Context: an optimization exercise on an open-source flow, tuned for small area. The choices shown serve that exercise and are no tape-out recipe.
The RTL was checked by simulation tests, not by an equivalence proof against the original design.
The flow treats the clock pin as an ideal source, which a real chip does not have.
Power and IR drop assume default switching activity.

==> design/flow/config.mk <==
export PLATFORM = sky130hd
export DESIGN_NAME = frame_dec_top
export DESIGN_NICKNAME = frame_dec_top
export VERILOG_FILES = /design/flow/design.v
export SDC_FILE = /design/flow/constraint.sdc
export NUM_CORES = 4
export LEC_CHECK = 0
export CAP_MARGIN = 0
export CORE_MARGIN = 2
export CORE_UTILIZATION = 40
export GPL_TIMING_DRIVEN = 0
export SLEW_MARGIN = 0
==> design/flow/constraint.sdc <==
create_clock -name core_clock -period 8.0 [get_ports {USER_CLK}]
set_input_delay 1.6000 -clock core_clock [delete_from_list [all_inputs] [get_ports {USER_CLK}]]
set_output_delay 1.6000 -clock core_clock [all_outputs]
set_load 0.01 [all_outputs]
==> design/flow/design.v <==
`timescale 1ns/10ps
module frame_dec_top #(
    parameter logic [31:0] SYNC_WORD = 32'h1234_807F,
    parameter int          K_HASHES  = 5
) (
    input  logic        USER_CLK,
    input  logic        SYSTEM_RESET,
    input  logic        cs_i,
    input  logic [31:0] rx_data_i,
    output logic        synched_o,
    output logic        busy_o,
    output logic [7:0]  byte_o,
    output logic        byte_valid_o,
    output logic [31:0] frame_count_o
);
    logic [1:0]  x_q;
    logic [1:0]  pm_q;
    logic [1:0]  off_q;
    logic [1:0]  fs_q;        
    logic        hit_q;
    assign pm_q  = x_q;
    assign off_q = x_q;
    logic        syn_q;
    logic        rdy_q;
    assign hit_q = fs_q == 2'd1;
    assign syn_q = fs_q == 2'd2;
    assign rdy_q = fs_q == 2'd3;
    logic [4:0]  cnt_q;
    logic        shift;
    logic [3:0]  m;
    logic [1:0]  m_off;
    logic        release_w;
    assign shift = cs_i & ~rdy_q;
    assign m[0] = pm_q == 2'd1 && rx_data_i[7:0]  == SYNC_WORD[31:24];
    assign m[1] = pm_q == 2'd2 && rx_data_i[15:0] == SYNC_WORD[31:16];
    assign m[2] = pm_q == 2'd3 && rx_data_i[23:0] == SYNC_WORD[31:8];
    assign m[3] = rx_data_i == SYNC_WORD;
    assign m_off = (|m[2:0]) ? pm_q - 2'd1 : 2'd3;
    logic [1:0] pm_next;
    logic [3:1] pe;
    assign pe[1] = rx_data_i[31:8]  == SYNC_WORD[23:0];
    assign pe[2] = rx_data_i[31:16] == SYNC_WORD[15:0];
    assign pe[3] = rx_data_i[31:24] == SYNC_WORD[7:0];
    assign pm_next = {pe[2] | pe[3], pe[1] | pe[3]};
    always_ff @(posedge USER_CLK)
    begin
        if (SYSTEM_RESET)
        begin
            x_q       <= 2'd0;
            fs_q      <= 2'd0;
        end
        else if (cs_i)
        begin
            if (rdy_q)
            begin
                if (release_w)
                    fs_q <= 2'd0;
            end
            else
            begin
                if (syn_q)
                begin
                    if (cnt_q == 5'd31)
                    begin
                        fs_q <= 2'd3;
                        x_q  <= 2'd0;   
                    end
                end
                else if (hit_q)
                    fs_q <= 2'd2;
                else
                begin
                    fs_q <= {1'b0, |m};
                    x_q  <= (|m) ? m_off : pm_next;
                end
            end
        end
    end
    logic [5:0] ntog;
    assign ntog[0] = shift & syn_q;
    for (genvar i = 0; i < 5; i++)
    begin : g_ntog
        assign ntog[i+1] = ntog[i] & cnt_q[i];
    end
    always_ff @(posedge USER_CLK)
    begin
        if (SYSTEM_RESET)
            cnt_q <= '0;
        else
            cnt_q <= cnt_q ^ ntog[4:0];
    end
    logic [1:0]  a;
    logic [1:0]  a1;
    logic [31:0] rr;      
    logic [3:0]  g;
    logic [31:0] ws;      
    logic [23:0] kill;    
    logic [23:0] acc_q;
    assign a  = (syn_q | hit_q) ? off_q : m_off;
    assign a1 = a + 2'd1;
    assign rr = 32'({rx_data_i, rx_data_i} >> {a1, 3'b000});
    assign g  = {1'b1, a != 2'd0, a[1], a == 2'd3};
    logic [3:0]  hi;
    logic [7:0]  lo;
    logic [20:0] lg;
    for (genvar h = 0; h < 4; h++)
    begin : g_hi
        assign hi[h] = shift && syn_q && cnt_q[4:3] == h;
    end
    for (genvar l = 0; l < 8; l++)
    begin : g_lo
        assign lo[l] = cnt_q[2:0] == l;
    end
    for (genvar j = 0; j < 3; j++)
    begin : g_lgj
        for (genvar y = 0; y < 7; y++)
        begin : g_lgy
            assign lg[7*j + y] = g[j] ? lo[y+1] : lo[y];
        end
    end
    assign ws[0] = shift & ~syn_q & ~hit_q;
    assign ws[1] = shift & ~syn_q & hit_q;
    for (genvar n = 2; n < 32; n++)
    begin : g_ws
        assign ws[n] = hi[(n - 2) >> 3] & lo[(n - 2) & 7];
    end
    assign kill[0] = ((g[0] ? ws[1] : ws[0]) & ~rr[1]) | ((g[0] ? ws[1] : ws[0]) & ~rr[2]) | ((g[0] ? ws[1] : ws[0]) & ~rr[4]) | ((g[1] ? ws[1] : ws[0]) & ~rr[8]) | ((g[2] ? ws[1] : ws[0]) & ~rr[16]);
    assign kill[1] = ((g[0] ? ws[2] : ws[1]) & ~rr[0]) | ((hi[0] & lg[0]) & ~rr[0]) | ((hi[0] & lg[2]) & ~rr[1]) | ((hi[0] & lg[6]) & ~rr[2]) | ((hi[1] & lg[6]) & ~rr[4]);
    assign kill[2] = ((g[1] ? ws[1] : ws[0]) & ~rr[9]) | ((g[2] ? ws[1] : ws[0]) & ~rr[18]) | ((g[0] ? ws[2] : ws[1]) & ~rr[4]) | ((hi[0] & lg[7]) & ~rr[8]) | ((hi[0] & lg[16]) & ~rr[17]);
    assign kill[3] = ((g[0] ? ws[10] : ws[9]) & ~rr[2]) | ((hi[2] & lg[0]) & ~rr[4]) | ((hi[0] & lg[9]) & ~rr[8]) | ((hi[0] & lg[20]) & ~rr[16]) | ((g[0] ? ws[18] : ws[17]) & ~rr[0]);
    assign kill[4] = ((hi[0] & lg[0]) & ~rr[1]) | ((hi[0] & lg[2]) & ~rr[3]) | ((hi[0] & lg[6]) & ~rr[6]) | ((hi[1] & lg[13]) & ~rr[12]) | (ws[1] & ~rr[25]);
    assign kill[5] = ((g[2] ? ws[2] : ws[1]) & ~rr[18]) | ((hi[0] & lg[1]) & ~rr[4]) | ((hi[0] & lg[11]) & ~rr[9]) | ((hi[1] & lg[16]) & ~rr[19]) | ((g[0] ? ws[26] : ws[25]) & ~rr[6]);
    assign kill[6] = ((hi[2] & lg[7]) & ~rr[13]) | (ws[5] & ~rr[26]) | ((g[2] ? ws[10] : ws[9]) & ~rr[20]) | ((hi[2] & lg[8]) & ~rr[8]) | ((hi[0] & lg[18]) & ~rr[16]);
    assign kill[7] = ((hi[1] & lg[3]) & ~rr[1]) | ((hi[3] & lg[0]) & ~rr[2]) | ((hi[2] & lg[2]) & ~rr[4]) | ((hi[0] & lg[13]) & ~rr[9]) | ((hi[1] & lg[20]) & ~rr[18]);
    assign kill[8] = ((g[0] ? ws[2] : ws[1]) & ~rr[5]) | ((hi[0] & lg[7]) & ~rr[10]) | ((hi[0] & lg[16]) & ~rr[21]) | ((g[1] ? ws[10] : ws[9]) & ~rr[10]) | ((hi[2] & lg[14]) & ~rr[20]);
    assign kill[9] = ((hi[0] & lg[10]) & ~rr[8]) | ((hi[1] & lg[14]) & ~rr[16]) | ((hi[2] & lg[3]) & ~rr[1]) | ((hi[1] & lg[0]) & ~rr[3]) | ((hi[2] & lg[2]) & ~rr[7]);
    assign kill[10] = ((hi[0] & lg[13]) & ~rr[15]) | (ws[17] & ~rr[30]) | (ws[2] & ~rr[29]) | (ws[4] & ~rr[26]) | ((hi[0] & lg[19]) & ~rr[21]);
    assign kill[11] = ((hi[1] & lg[12]) & ~rr[11]) | ((hi[3] & lg[18]) & ~rr[23]) | ((hi[3] & lg[10]) & ~rr[14]) | (ws[27] & ~rr[29]) | (ws[22] & ~rr[26]);
    assign kill[12] = ((hi[1] & lg[15]) & ~rr[21]) | ((hi[2] & lg[12]) & ~rr[11]) | ((hi[1] & lg[18]) & ~rr[22]) | ((hi[3] & lg[10]) & ~rr[13]) | (ws[27] & ~rr[27]);
    assign kill[13] = ((hi[2] & lg[17]) & ~rr[22]) | ((hi[1] & lg[8]) & ~rr[13]) | (ws[23] & ~rr[27]) | ((hi[1] & lg[17]) & ~rr[22]) | ((hi[3] & lg[8]) & ~rr[12]);
    assign kill[14] = (ws[23] & ~rr[24]) | ((hi[1] & lg[17]) & ~rr[16]) | ((hi[3] & lg[1]) & ~rr[0]) | ((hi[2] & lg[4]) & ~rr[0]) | ((hi[1] & lg[2]) & ~rr[0]);
    assign kill[15] = ((hi[2] & lg[6]) & ~rr[0]) | ((hi[1] & lg[6]) & ~rr[1]) | ((g[0] ? ws[1] : ws[0]) & ~rr[3]) | ((g[0] ? ws[1] : ws[0]) & ~rr[6]) | ((g[1] ? ws[1] : ws[0]) & ~rr[12]);
    assign kill[16] = (ws[1] & ~rr[24]) | ((g[2] ? ws[2] : ws[1]) & ~rr[16]) | ((hi[0] & lg[1]) & ~rr[0]) | ((hi[0] & lg[4]) & ~rr[1]) | ((hi[1] & lg[2]) & ~rr[3]);
    assign kill[17] = ((hi[2] & lg[6]) & ~rr[6]) | ((hi[1] & lg[13]) & ~rr[13]) | (ws[1] & ~rr[27]) | ((g[2] ? ws[2] : ws[1]) & ~rr[22]) | ((hi[0] & lg[8]) & ~rr[12]);
    assign kill[18] = (ws[7] & ~rr[25]) | ((hi[1] & lg[17]) & ~rr[19]) | ((hi[3] & lg[1]) & ~rr[6]) | ((hi[2] & lg[11]) & ~rr[12]) | (ws[13] & ~rr[24]);
    assign kill[19] = ((g[2] ? ws[26] : ws[25]) & ~rr[16]) | ((hi[2] & lg[1]) & ~rr[1]) | ((hi[0] & lg[4]) & ~rr[2]) | ((hi[1] & lg[2]) & ~rr[5]) | ((hi[2] & lg[13]) & ~rr[10]);
    assign kill[20] = ((hi[1] & lg[20]) & ~rr[21]) | ((g[1] ? ws[2] : ws[1]) & ~rr[11]) | ((hi[0] & lg[14]) & ~rr[22]) | ((hi[0] & lg[10]) & ~rr[13]) | (ws[11] & ~rr[26]);
    assign kill[21] = ((hi[2] & lg[17]) & ~rr[21]) | ((hi[1] & lg[8]) & ~rr[11]) | ((hi[2] & lg[18]) & ~rr[23]) | ((hi[1] & lg[10]) & ~rr[14]) | (ws[27] & ~rr[28]);
    assign kill[22] = (ws[22] & ~rr[24]) | ((hi[1] & lg[15]) & ~rr[17]) | ((hi[2] & lg[5]) & ~rr[3]) | ((hi[1] & lg[4]) & ~rr[6]) | ((hi[3] & lg[9]) & ~rr[13]);
    assign kill[23] = (ws[25] & ~rr[27]) | ((g[2] ? ws[18] : ws[17]) & ~rr[23]) | ((hi[0] & lg[8]) & ~rr[15]) | (ws[7] & ~rr[31]) | (ws[14] & ~rr[31]);
    always_ff @(posedge USER_CLK)
    begin
        acc_q <= (acc_q | {24{ws[0]}}) & ~kill;
    end
    localparam logic [1:0] S_IDLE = 2'd0, S_HASH = 2'd1, S_SRCH = 2'd3, S_DONE = 2'd2;
    logic [1:0]  st_q;
    logic [7:0]  c_q;
    logic [7:0]  tgt_q;
    logic [31:0] count_q;
    logic        code_ok;
    logic        found;
    assign code_ok = acc_q[15:8] == ~acc_q[23:16] &&
                     acc_q[7:0] == {acc_q[16], acc_q[17], acc_q[18], acc_q[19],
                                    acc_q[20], acc_q[21], acc_q[22], acc_q[23]};
    assign found     = (c_q == 8'd0);
    assign release_w = (st_q == S_HASH) && found;
    always_ff @(posedge USER_CLK)
    begin
        if (SYSTEM_RESET)
        begin
            st_q    <= S_IDLE;
        end
        else if (cs_i)
        begin
            case (st_q)
                S_IDLE:
                begin
                    if (rdy_q)
                        st_q <= S_HASH;
                end
                S_HASH:
                begin
                    if (found)
                        st_q <= S_SRCH;
                end
                S_SRCH:
                begin
                    if (found)
                        st_q <= S_DONE;
                end
                default:
                    st_q <= S_IDLE;
            endcase
        end
    end
    logic [32:0] tog;
    assign tog[0] = cs_i && st_q == S_SRCH && found;
    for (genvar i = 0; i < 32; i++)
    begin : g_tog
        if (i == 15)
        begin : g_half
            assign tog[i+1] = tog[0] & (&count_q[15:0]);
        end
        else
        begin : g_ripple
            assign tog[i+1] = tog[i] & count_q[i];
        end
    end
    always_ff @(posedge USER_CLK)
    begin
        if (SYSTEM_RESET)
            count_q <= '0;
        else
            count_q <= count_q ^ tog[31:0];
    end
    logic [8:0] ctog;
    logic       c_ld;
    logic       c_ldt;
    assign c_ld  = cs_i && st_q == S_IDLE;
    assign c_ldt = cs_i && st_q == S_HASH && found;
    assign ctog[0] = cs_i && st_q != S_IDLE;
    for (genvar i = 0; i < 8; i++)
    begin : g_ctog
        assign ctog[i+1] = ctog[i] & ~c_q[i];
    end
    always_ff @(posedge USER_CLK)
    begin
        if (c_ld)
            c_q <= 8'd120;
        else if (c_ldt)
            c_q <= tgt_q;
        else
            c_q <= c_q ^ ctog[7:0];
    end
    always_ff @(posedge USER_CLK)
    begin
        if (cs_i && st_q == S_IDLE && rdy_q)
            tgt_q <= code_ok ? acc_q[23:16] : 8'hFF;
    end
    assign synched_o     = syn_q;
    assign busy_o        = (st_q != S_IDLE);
    assign byte_o        = tgt_q;
    assign byte_valid_o  = (st_q == S_DONE);
    assign frame_count_o = count_q;
endmodule
==> design/flow/flow/run.sh <==
#!/bin/bash
# The standard layout with three changes:
#  - synthesis is the standard flow's own script, except that ABC maps the logic with
#    flow/abc_map.script, an area-oriented script, and adders are left to
#    ABC instead of being mapped to half-adder cells first (the registers
#    come from dfflibmap before ABC runs, so they are the standard
#    synthesis's)
#  - the port buffers use the smallest buffer cell
#  - the clock tree uses small buffers and no dummy loads, and after CTS
#    flow/cts_trim.tcl gives clkbuf_4 to the tree buffers whose flip-flop
#    clock pins keep a slew well under the limit with it
set -euo pipefail
W=$PWD
{
    echo 'proc synth {args} { yosys synth -nofsm -noshare {*}$args }'
    echo "proc abc {args} { set i [lsearch -exact \$args -script]; if {\$i >= 0} { lset args [expr {\$i + 1}] $W/flow/abc_map.script }; yosys abc {*}\$args }"
    tail -n +2 "$W/synth_recipe.tcl"
} > "$W/own_synth.tcl"
sed -e "s#SYNTH_SCRIPT=[^ ]*#SYNTH_SCRIPT=$W/own_synth.tcl#" \
    -e "s#CLKGATE_MAP_FILE= #CLKGATE_MAP_FILE= ADDER_MAP_FILE= #" "$W/standard.sh" > "$W/own_standard.sh"
grep -q "SYNTH_SCRIPT=$W/own_synth.tcl" "$W/own_standard.sh"
grep -q "ADDER_MAP_FILE= " "$W/own_standard.sh"
export BUFFER_PORTS_ARGS="-buffer_cell sky130_fd_sc_hd__buf_1"
export POST_CTS_TCL="$W/flow/cts_trim.tcl"
export CTS_ARGS="-sink_clustering_enable -repair_clock_nets -dont_use_dummy_load -root_buf sky130_fd_sc_hd__clkbuf_8 -buf_list sky130_fd_sc_hd__clkbuf_4"
bash "$W/own_standard.sh" > "$W/flow_standard.log" 2>&1
==> design/flow/flow/abc_map.script <==
strash
&get -n
&st
&syn3
&dch -f
&put
amap -F 2 -A 8 -m
topo
dnsize -c
==> design/flow/flow/cts_trim.tcl <==
# After CTS: use clkbuf_4 for clock-tree buffers whose flip-flop clock pins
# stay well inside the slew limit with it (estimated with placement parasitics)
set trim_limit 0.105
set trim_small [get_lib_cells sky130_fd_sc_hd__clkbuf_4]
proc trim_worst_clk_slew {} {
  set w 0.0
  foreach pin [get_pins -hierarchical */CLK] {
    set s [get_property $pin slew_max]
    if { $s > $w } { set w $s }
  }
  return $w
}
estimate_parasitics -placement
puts "cts_trim: worst clock pin slew before [trim_worst_clk_slew]"
foreach inst [get_cells clkbuf_*_USER_CLK] {
  set old [get_property [get_property $inst liberty_cell] name]
  if { $old eq "sky130_fd_sc_hd__clkbuf_4" } { continue }
  replace_cell $inst $trim_small
  estimate_parasitics -placement
  set w [trim_worst_clk_slew]
  if { $w > $trim_limit } {
    replace_cell $inst [get_lib_cells $old]
    estimate_parasitics -placement
    puts "cts_trim: kept [get_property $inst name] as $old ($w)"
  } else {
    puts "cts_trim: [get_property $inst name] now clkbuf_4 ($w)"
  }
}
puts "cts_trim: worst clock pin slew after [trim_worst_clk_slew]"
==> design/flow/standard.sh <==
#!/bin/bash
# synth_recipe.tcl (not shown) runs the flow's synth.tcl, then flattens the netlist and writes it again
# the make line also repeats each setting of config.mk as NAME=value (left out here)
make -C /OpenROAD-flow-scripts/flow DESIGN_CONFIG=/design/flow/config.mk WORK_HOME=/design/flow/orfs CLKGATE_MAP_FILE= SYNTH_SCRIPT=/design/flow/synth_recipe.tcl "${@:-finish}"
==> impl_metrics.tcl <==
set metrics [dict create \
    outcome "no timing/DRC/antenna violations" \
    drive_above_1_share_pct 2.16 \
    period_needed_ps 6200 \
    final_area_mm2 0.00549 \
    dieArea_mm2 0.0130 \
    drtPass1Iterations 7 \
    io_pins 78 \
    worstHoldEndpoint "count_q[31]$_SDFF_PP0_" \
    p_int_uw 519 \
    ys_ff_latch 83 \
    finalHoldViolCount 0 \
    synth.distinct_cells 42 \
    cts_tree "built" \
    port_buffers 77 \
    critPathArrivalTime_ps 6560 \
    rows 40 \
    cp.required_ps 8360 \
    cts_num_sinks 83 \
    core_mm2 0.0119 \
    synth_area_per_cell_um2 7.43 \
    wire_per_inst_um 20.8 \
    min-delay-start "count_q[31]$_SDFF_PP0_" \
    pwr-share-clk_pct 31.9 \
    leakage_nw 1.66 \
    n_antenna_cell 0 \
    grt_pass1_wl_um 28600 \
    tns_ps 0 \
    ant_nets 0 \
    finalCritPeriodShare_pct 77.5 \
    fin_cells 889 \
    switching_share_pct 26.2 \
    dp_hpwl_um 14200 \
    layout.nets 779 \
    gp_routability_congestion 0.948 \
    via_per_inst 6.44 \
    die_w_um 114 \
    synth_nets 688 \
    grt_pass1_vias 5238 \
    vias 5725 \
    final-max-slew-violation-count 0 \
    drc_errors 0 \
    end_kind "register" \
    p_sw_uw 184 \
    p_comb_share_pct 8.4 \
    min_path_cells 1 \
    rsz0062_at_grt "no" \
    slew-limit-headroom_pct 19.7 \
    final_core_utilization_pct 46.1 \
    ir_drop_mv 0.0593 \
    fmaxAchievable_ghz 0.161 \
    critical_path_class "input port to register" \
    cap_violations 0 \
    area_delta_synth_final_pct 13.2 \
    fin_skew_ps 38.6 \
    wirelength_um 18500 \
    grt_overflow_total 0 \
    grt_start_max_net_pins 43 \
    die_height_um 114 \
    synth_area_mm2 0.00485 \
    layout_common_cells "nor2_1, o22ai_1, buf_1" \
    p_total_uw 703 \
    tightest_slew_ps 1190 \
    rrSetupSlack_ps 1960 \
    clk_pin_slew_ps 110 \
    grt_antenna_before_repair 0 \
    rr_worst_depth 16 \
    ys_seq_area_share_pct 35.9 \
    setup-violations-final 0 \
    mostFrequentLayoutCell "nor2_1" \
    min-delay-path-class "register to register" \
    syn-instance-count 653 \
    yosysWarnings 1 \
    clk_latency_ps 470 \
    seq_power_share_pct 59.8 \
    drt_iter0_markers 682 \
    dp.cells 880 \
    crit-reg2reg-launch "fs_q[1]$_SDFFE_PP0P_" \
    r2r-end "acc_q[14]$_DFF_P_" \
    powerDensity_mw_per_mm2 128 \
    start_kind "input port" \
    gr-usage-all-layers_pct 28.5 \
    initial_core_util_pct 40.7 \
    crit_fanout 37 \
    placed_area_mm2 0.00539 \
]
## routing by layer
layer	part of all wire, %	track usage [%]	wire length [um]	vias up
li1	-	-	-	2724
met1	42	37.9	7820	2650
met2	44	44.2	8160	293
met3	8.8	5.56	1630	58
met4	4.7	14.2	867	0
met5	0	0	0	-
## stage by stage
stage / worst slack [ps] / hold slack, ps
floorplan: 1260 / 428
global placement: -709 / 437
detailed placement: 1480 / 442
global route: 1220 / 495
finish: 1800 / 457
## worst max-delay path: stages
cell       delay, ps
buf_1            150
clkinv_1         110
nand4_1          150
nor3_1            80
nand4_1           90
o32a_1           130
nor2_1            70
a22oi_2          560
buf_8            270
clkinv_1         770
nor2_1           780
clkinv_1         350
o22ai_1          420
or3_1            300
o22ai_1          100
a21oi_1          160
nor2_1            80
a2111oi_0        370
## worst max path at each step
stage | start | endpoint | slack (ps) | cells after the start
after floorplan | rx_data_i[13] | acc_q[14]$_DFF_P_ | 1260 | 16
after global routing | rx_data_i[10] | acc_q[1]$_DFF_P_ | 1220 | 18
after global placement | rx_data_i[10] | acc_q[14]$_DFF_P_ | -710 | 17
after detailed placement | rx_data_i[10] | acc_q[1]$_DFF_P_ | 1480 | 18
final | rx_data_i[10] | acc_q[14]$_DFF_P_ | 1800 | 18
## flip-flops by register name, indices dropped and copies added (netlist names)
| register | count |
|---|---|
| fs_q | 2 |
| cnt_q | 5 |
| st_q | 2 |
| c_q | 8 |
| count_q | 32 |
| acc_q | 24 |
| x_q | 2 |
| tgt_q | 8 |
## cells in the mapped netlist (all sizes together)
master	n	area (um2)
a222oi	1	10.0
and4	1	8.76
o22a	6	52.6
or4b	1	10.0
nand2b	1	6.26
and3	27	169
or3	6	37.5
o21a	4	30.0
nand4b	1	8.76
a211oi	8	60.1
a221oi	4	35.0
a21oi	15	75.1
nor2	107	402
o31ai	1	7.51
o221ai	5	43.8
clkinv	62	233
o311a	1	10.0
o32ai	12	105
o32a	2	20.0
a21o	1	7.51
o21ai	21	105
nand3	11	55.1
nor4b	1	8.76
a41oi	1	8.76
and2	4	25.0
edfxtp	8	240
or4	8	60.1
o22ai	97	607
nand4	11	68.8
nand4bb	1	11.3
nor3	68	340
a2111oi	7	61.3
nor4	14	87.6
a22oi	9	67.6
mux2	1	11.3
a311oi	1	8.76
dfxtp	75	1500
o221a	2	22.5
o31a	2	17.5
nand2	28	105
or2	11	68.8
a31oi	6	37.5
## power groups by stage
stage	registers (mW)	clock network (mW)	logic, mW
after floorplan	0.429	0	0.0262
after global placement	0.430	0	0.0565
after detailed placement	0.430	0	0.0570
after global routing	0.420	0.243	0.0625
final	0.420	0.224	0.0588
## logic make-up after synthesis
logic type,share of synthesized area (%)
buffers and inverters,4.80
AOI/OAI and AO/OA,28.7
DFF,35.9
and+or+nand+nor,30.4
muxes,0.232
## final cells by class
type / instances / area (um2)
Timing Repair Buffer: 80 / 335
Fill cell: 1262 / 6420
Tap cell: 147 / 184
Sequential cell: 83 / 1740
Clock buffer: 9 / 105
Inverter: 62 / 233
Multi-Input combinational cell: 508 / 2890

[separate check: timing with driven ports]
In the flow no input, the clock included, has a driving cell. The finished layout below was timed again as built, in two steps.
Step 1: set_driving_cell puts a clkbuf_16 on USER_CLK and a buf_2 on each other input, an assumption about the parent block.
Step 2 adds t to the input delays and takes it off the output delays; t is the mean of the earliest and latest rising clock arrival at the registers after step 1. Input paths then give back, and output paths get back, about the clock's delay inside the block.
Three values: no drivers, after step 1, after step 2; two values: the first two.
shift t [ns]: 0.486
setup slack, ns: 1.802 / 1.815 / 1.329
hold slack, ns: 0.457 / 0.457 / 0.457
worst data-port slew with drivers (ns): 0.04
After both steps setup and hold are still met in this run. The setup slack of this run moves by +0.013 ns with the drivers and by -0.473 ns with both steps.
